Background: an optimization exercise with open tools, aiming at small area, a short achievable clock period and few clock cycles per item. Do not read the settings as production practice. The RTL was checked by simulation tests, not by an equivalence proof against the original design. No activity file was given, so power comes from the tool's default toggle rates.

==> flow/design.v <==
module tw_tracker #(
  parameter int unsigned TW_MEM_SIZE = 16,
  parameter int unsigned ACCID_W     = 8,
  parameter int unsigned TASKID_W    = 64
) (
  input  logic                clk,
  input  logic                rst,
  input  logic                in_valid,
  output logic                in_ready,
  input  logic                in_type,
  input  logic [TASKID_W-1:0] in_taskid,
  input  logic [ACCID_W-1:0]  in_accid,
  input  logic [31:0]         in_components,
  output logic                ack_valid,
  input  logic                ack_ready,
  output logic [ACCID_W-1:0]  ack_accid,
  output logic [7:0]          ack_code,
  output logic                full_err,
  output logic                busy
);
  localparam int unsigned N = TW_MEM_SIZE;
  logic [N-1:0]        ent_valid;
  logic [N-1:0]        ent_armed;
  logic [ACCID_W-1:0]  ent_accid  [N];
  logic [32:0]         ent_cnt    [N];
  logic [TASKID_W-1:0] ent_taskid [N];
  logic                a_v;
  logic                a_type;
  logic [TASKID_W-1:0] a_taskid;
  logic [ACCID_W-1:0]  a_accid;
  logic [31:0]         a_comp;
  logic                b_v;
  logic                b_type;
  logic [TASKID_W-1:0] b_taskid;
  logic [ACCID_W-1:0]  b_accid;      
  logic [32:0]         b_delta;      
  logic [32:0]         b_zero;       
  logic                b_exists;     
  logic [N-1:0]        b_slot;       
  logic [32:0]         b_cnt;        
  logic                b_armed;
  logic [ACCID_W-1:0]  b_eaccid;
  logic [ACCID_W-1:0]  fq [4];
  logic [2:0]          fcnt;
  logic [N-1:0]        hit;
  logic                hit_any;
  logic [32:0]         rd_cnt;
  logic                rd_armed;
  logic [ACCID_W-1:0]  rd_accid;
  logic                same;
  always_comb begin
    for (int unsigned i = 0; i < N; i++)
      hit[i] = ent_valid[i] && (ent_taskid[i] == a_taskid);
    hit_any  = |hit;
    rd_cnt   = '0;
    rd_armed = 1'b0;
    rd_accid = '0;
    for (int unsigned i = 0; i < N; i++) begin
      rd_cnt   = rd_cnt   | ({33{hit[i]}} & ent_cnt[i]);
      rd_armed = rd_armed | (hit[i] & ent_armed[i]);
      rd_accid = rd_accid | ({ACCID_W{hit[i]}} & ent_accid[i]);
    end
    same = b_v && (b_taskid == a_taskid);
  end
  logic              all_used;
  logic [N-1:0]      free_oh;
  logic              drop;
  logic [N-1:0]      slot;
  logic              new_armed;
  logic [ACCID_W-1:0] new_accid;
  logic [32:0]       new_cnt;
  logic              hits_zero;
  logic              done;
  logic              upd;
  always_comb begin
    all_used = &ent_valid;
    free_oh  = '0;
    for (int i = N - 1; i >= 0; i--)
      if (!ent_valid[i]) free_oh = N'(1) << i;
    drop      = !b_exists && all_used;
    slot      = b_exists ? b_slot : free_oh;
    new_armed = b_type | b_armed;
    new_accid = b_type ? b_accid : b_eaccid;
    new_cnt   = b_cnt + b_delta;
    hits_zero = (b_cnt == b_zero);
    upd       = b_v && !drop;
    done      = upd && new_armed && hits_zero;
  end
  logic accept;
  assign accept = in_valid && in_ready;
  always_ff @(posedge clk) begin
    a_type   <= in_type;
    a_taskid <= in_taskid;
    a_accid  <= in_accid;
    a_comp   <= in_components;
    b_type   <= a_type;
    b_taskid <= a_taskid;
    b_accid  <= a_accid;
    b_delta  <= a_type ? {1'b0, a_comp} : -{1'b0, a_comp};
    b_zero   <= a_type ? -{1'b0, a_comp} : {1'b0, a_comp};
    if (same) begin
      b_exists <= upd && !done;
      b_slot   <= slot;
      b_cnt    <= new_cnt;
      b_armed  <= new_armed && !done;
      b_eaccid <= new_accid;
    end else begin
      b_exists <= hit_any;
      b_slot   <= hit;
      b_cnt    <= rd_cnt;
      b_armed  <= rd_armed;
      b_eaccid <= rd_accid;
    end
  end
  always_ff @(posedge clk) begin
    if (rst) begin
      a_v <= 1'b0;
      b_v <= 1'b0;
    end else begin
      a_v <= accept;
      b_v <= a_v;
    end
  end
  always_ff @(posedge clk) begin
    for (int unsigned i = 0; i < N; i++) begin
      if (upd && slot[i]) begin
        ent_taskid[i] <= b_taskid;
        ent_cnt[i]    <= new_cnt;
        ent_armed[i]  <= new_armed;
        ent_accid[i]  <= new_accid;
      end
    end
  end
  always_ff @(posedge clk) begin
    if (rst) begin
      ent_valid <= '0;
    end else begin
      for (int unsigned i = 0; i < N; i++)
        if (upd && slot[i]) ent_valid[i] <= !done;
    end
  end
  logic       pop;
  logic [2:0] fcnt_nxt;
  logic [2:0] inflight;
  assign pop = ack_valid && ack_ready;
  always_comb begin
    fcnt_nxt = fcnt - {2'b0, pop} + {2'b0, done};
    inflight = fcnt_nxt + {2'b0, accept} + {2'b0, a_v};
  end
  always_ff @(posedge clk) begin
    for (int unsigned j = 0; j < 4; j++) begin
      if (pop) begin
        if (done && fcnt == 3'(j + 1)) fq[j] <= new_accid;
        else if (j < 3)                fq[j] <= fq[j+1];
      end else if (done && fcnt == 3'(j)) begin
        fq[j] <= new_accid;
      end
    end
  end
  always_ff @(posedge clk) begin
    if (rst) begin
      fcnt      <= '0;
      ack_valid <= 1'b0;
      full_err  <= 1'b0;
      in_ready  <= 1'b1;
      busy      <= 1'b0;
    end else begin
      fcnt      <= fcnt_nxt;
      ack_valid <= fcnt_nxt != 3'd0;
      if (b_v && drop) full_err <= 1'b1;
      in_ready  <= inflight <= 3'd3;
      busy      <= accept || a_v || fcnt_nxt != 3'd0;
    end
  end
  assign ack_accid = fq[0];
  assign ack_code  = 8'h01;
endmodule
Settings: LEC_CHECK=0, CAP_MARGIN=20, CORE_MARGIN=2, CORE_UTILIZATION=40, SLEW_MARGIN=20; clock period 7.0 ns.
run.sh (not shown) runs the stock make flow with config.mk's settings and CLKGATE_MAP_FILE= SYNTH_SCRIPT=/design/flow/synth_recipe.tcl, a recipe that flattens the netlist after the stock synthesis.
The first run passed the timing, DRC and antenna checks.
Testbench counts at the start, summed over its fixed seeds: cycles 24,025, items 24,000.
Edit:
--- a/flow/config.mk
+++ b/flow/config.mk
@@ -7,0 +8 @@
+export ABC_CLOCK_PERIOD_IN_PS = 2500
@@ -10 +11 @@
-export CORE_UTILIZATION = 40
+export CORE_UTILIZATION = 55
Effect:
- cell count shrinks by 9.1%
- area after synthesis is unchanged
- worst hold slack is about the same

tw_tracker, a different RTL version from the one above (not shown whole).
Size in the first run: ~5300 cells after synthesis, about 2100 flip-flops, roughly 130 I/O pins, ~0.083 mm^2 of cells after synthesis.
export LEC_CHECK = 0
export ABC_CLOCK_PERIOD_IN_PS = 2500
export CAP_MARGIN = 35
export CORE_MARGIN = 2
export CORE_UTILIZATION = 55
export CTS_CLUSTER_DIAMETER = 60
export CTS_CLUSTER_SIZE = 26
export PLACE_DENSITY = 0.7
export SETUP_SLACK_MARGIN = 4.3
export SLEW_MARGIN = 35
create_clock -name core_clock -period 7.0 [get_ports {clk}]
Testbench counts at the start, summed over its fixed seeds: cycles 24,033, items 24,000.
==> next run, changes <==
CTS_CLUSTER_DIAMETER = not set   (was 60)
CTS_CLUSTER_SIZE = not set   (was 26)
PLACE_DENSITY = not set   (was 0.7)
SETUP_SLACK_MARGIN = 4.2   (was 4.3)
After rerunning: The new run passed the timing, DRC and antenna checks. Global-route usage climbs by 1.4 points. Utilization grows by 1.0 points. Setup slack gains 0.0092 ns. First-iteration DRC count went down by about 25%. Total power went up by about 10%.
==> next run, changes <==
CTS_CLUSTER_DIAMETER = 60   (was not set)
CTS_CLUSTER_SIZE = 26   (was not set)
SETUP_SLACK_MARGIN = 4.3   (was 4.2)
TNS_END_PERCENT = 40   (was not set)
After rerunning: Utilization rises by 0.12 points. Synthesized area does not change. Cell area stays flat. Global-route usage is about the same. Via count grows by 0.83%. Non-clock buffer count climbs by 107.
==> next run, changes <==
ABC_AREA = 1   (was not set)
ABC_CLOCK_PERIOD_IN_PS = not set   (was 2500)
PLACE_DENSITY = 0.7   (was not set)
TNS_END_PERCENT = not set   (was 40)
The new run ran to the end with no violations.
Wire length decreases by a few percent.
Sequential share of layout area decreases by 1.1 points.
Power decreases slightly.
Flip-flop and latch count stays the same.
Clock skew increases by 0.016 ns.
Cell count increases by a quarter to a third.
Global-route usage decreases by 2.5 points.
Clock power decreases by a few percent.
Count of clock-buffer cells in the layout decreases by 4.
Utilization decreases by 3.4 points.
==> next run, changes <==
ABC_AREA = not set   (was 1)
ABC_CLOCK_PERIOD_IN_PS = 2500   (was not set)
CTS_CLUSTER_SIZE = 22   (was 26)
=> Final area decreases by 3.5%; via count decreases by 16%; synthesized area decreases by 6.9%; clock power decreases by 2.6%; cell count decreases by 23%.
==> next run, changes <==
CTS_CLUSTER_SIZE = 26   (was 22)
PLACE_DENSITY = not set   (was 0.7)
TNS_END_PERCENT = 20   (was not set)
Setup slack gets better by 0.0056 ns.
Sequential cell count is unchanged.
Total power increases slightly.
Non-clock buffer count decreases by 10.
Synthesized cell count does not change.
Critical path depth decreases by 1.
Core utilization decreases by 0.25 points.

tw_tracker again, from the RTL that the note above started with.
export LEC_CHECK = 0
export ABC_CLOCK_PERIOD_IN_PS = 2500
export CAP_MARGIN = 35
export CORE_MARGIN = 2
export CORE_UTILIZATION = 55
export SETUP_SLACK_MARGIN = 4.4
export SLEW_MARGIN = 35
create_clock -name core_clock -period 7.0 [get_ports {clk}]
The starting point finished clean.
Testbench counts at the start, summed over its fixed seeds: cycles 24,033, items 24,000.
Edit:
--- a/flow/config.mk
+++ b/flow/config.mk
@@ -11,3 +11,6 @@
 export CORE_UTILIZATION = 55
-export SETUP_SLACK_MARGIN = 4.4
+export CTS_CLUSTER_DIAMETER = 60
+export CTS_CLUSTER_SIZE = 26
+export SETUP_SLACK_MARGIN = 4.3
 export SLEW_MARGIN = 35
+export TNS_END_PERCENT = 5
=> The changed run completed with no timing, DRC or antenna violations. Worst hold slack improves by 0.0047 ns. Global-route usage shrinks by 0.81 points. Clock-buffer cell count shrinks by 153.
Edit:
--- a/flow/config.mk
+++ b/flow/config.mk
@@ -15,2 +15 @@
 export SLEW_MARGIN = 35
-export TNS_END_PERCENT = 5
What happened: Sequential share of layout area falls by 0.65 points. Final area rises by 1.1%. Critical path depth rises by 5. Utilization rises by 0.69 points. Via count rises by 1.5%. Worst setup slack improved by 0.086 ns. First-iteration DRC count rises by 9.5%. Power hardly moves. Cell count rises by 0.64%.
Edit:
--- a/flow/config.mk
+++ b/flow/config.mk
@@ -12,3 +12,3 @@
 export CTS_CLUSTER_DIAMETER = 60
-export CTS_CLUSTER_SIZE = 26
+export CTS_CLUSTER_SIZE = 22
 export SETUP_SLACK_MARGIN = 4.3
What happened:
- The new run produced a clean layout
- routed wire length shrinks by 1.0%
- setup slack got worse by 0.026 ns
- power shrinks by about 0.6%
- combinational power hardly moves
- via count is about the same
- maximum frequency shrinks by 0.90%
- sequential power stays flat

## nickel
Another version of the RTL of tw_tracker (not shown whole).
Size in the first run: about 5200 cells after synthesis, about 82000 µm² of cells after synthesis.
make LEC_CHECK=0 ABC_CLOCK_PERIOD_IN_PS=2500 CAP_MARGIN=20 CORE_MARGIN=2 CORE_UTILIZATION=55 SLEW_MARGIN=20 finish   # period 7.0 ns
nickel ended with every stage complete and zero timing, DRC or antenna violations.
Testbench counts of nickel, summed over its fixed seeds: cycles 24,025, items 24,000.
Here is what was changed in the inputs of willow compared with nickel.
Settings: SETUP_SLACK_MARGIN: unset -> 4.2.
Results
- willow reached the end of the flow, and the finished layout is clean on the timing, DRC and antenna checks.
- Fraction of cell area in non-clock buffers, willow and nickel: higher on willow
- Number of multi-input combinational cells across willow and nickel: no real change.
- Looking at number of antenna violations at the first check in global routing, willow sits 6.5% above nickel.
- Against nickel, final clock skew in willow came out worse.
- willow and nickel ended up with nearly the same number of placed instances with taps included.
- Combinational share of power ended up 1.1 points higher on willow than on nickel.
- Total power of willow is higher than that of nickel.
- When willow is measured against nickel, its met3 capacity usage during global routing turns out 1.5 points higher.

[static timing again, ports no longer ideal]
The flow's constraints put no driver on any port. The routed layouts listed below were extracted and timed again, unchanged, in two steps. Step 1, drivers: a clkbuf_16 drives clk and a buf_2 each remaining input, both assumed. Step 2 also shifts input and output timing later by t, the mid clock arrival at the registers, as if the neighbouring blocks saw the same clock. Three values: ideal ports, drivers, drivers and shift; two values: the first two.
run | t (ns) | slack for setup (ns) | worst setup path after step 2 | worst slew at a driven data input, ns
the first run of note 1 | 0.960 | 2.228 / 2.228 / 2.228 | register to register | 0.10
the second run of note 1 | 0.921 | 1.907 / 1.907 / 1.907 | register to register | 0.07
the first run of note 2 | 0.871 | 4.073 / 4.073 / 3.437 | input to register | 0.07
the second run of note 2 | 0.906 | 4.082 / 4.082 / 3.295 | input to register | 0.04
the third run of note 2 | 0.879 | 4.124 / 4.124 / 3.407 | input to register | 0.06
the fourth run of note 2 | 0.892 | 4.129 / 4.129 / 3.445 | input to register | 0.14
the fifth run of note 2 | 0.873 | 4.122 / 4.122 / 3.432 | input to register | 0.07
the sixth run of note 2 | 0.871 | 4.128 / 4.128 / 3.415 | input to register | 0.06
the first run of note 3 | 0.909 | 4.127 / 4.127 / 3.493 | input to register | 0.05
the second run of note 3 | 0.871 | 4.087 / 4.029 / 3.367 | input to register | 0.06
the third run of note 3 | 0.873 | 4.172 / 4.172 / 3.408 | input to register | 0.05
the fourth run of note 3 | 0.863 | 4.147 / 4.147 / 3.398 | input to register | 0.05
nickel | 0.895 | 2.198 / 2.198 / 2.142 | input to register | 0.06
willow | 0.907 | 3.565 / 3.565 / 2.922 | input to register | 0.07
After both steps every run listed still meets setup and hold. For the second run of note 2, which loses most, drivers alone change the setup slack by 0.000 ns; drivers and shift together by -0.787 ns.
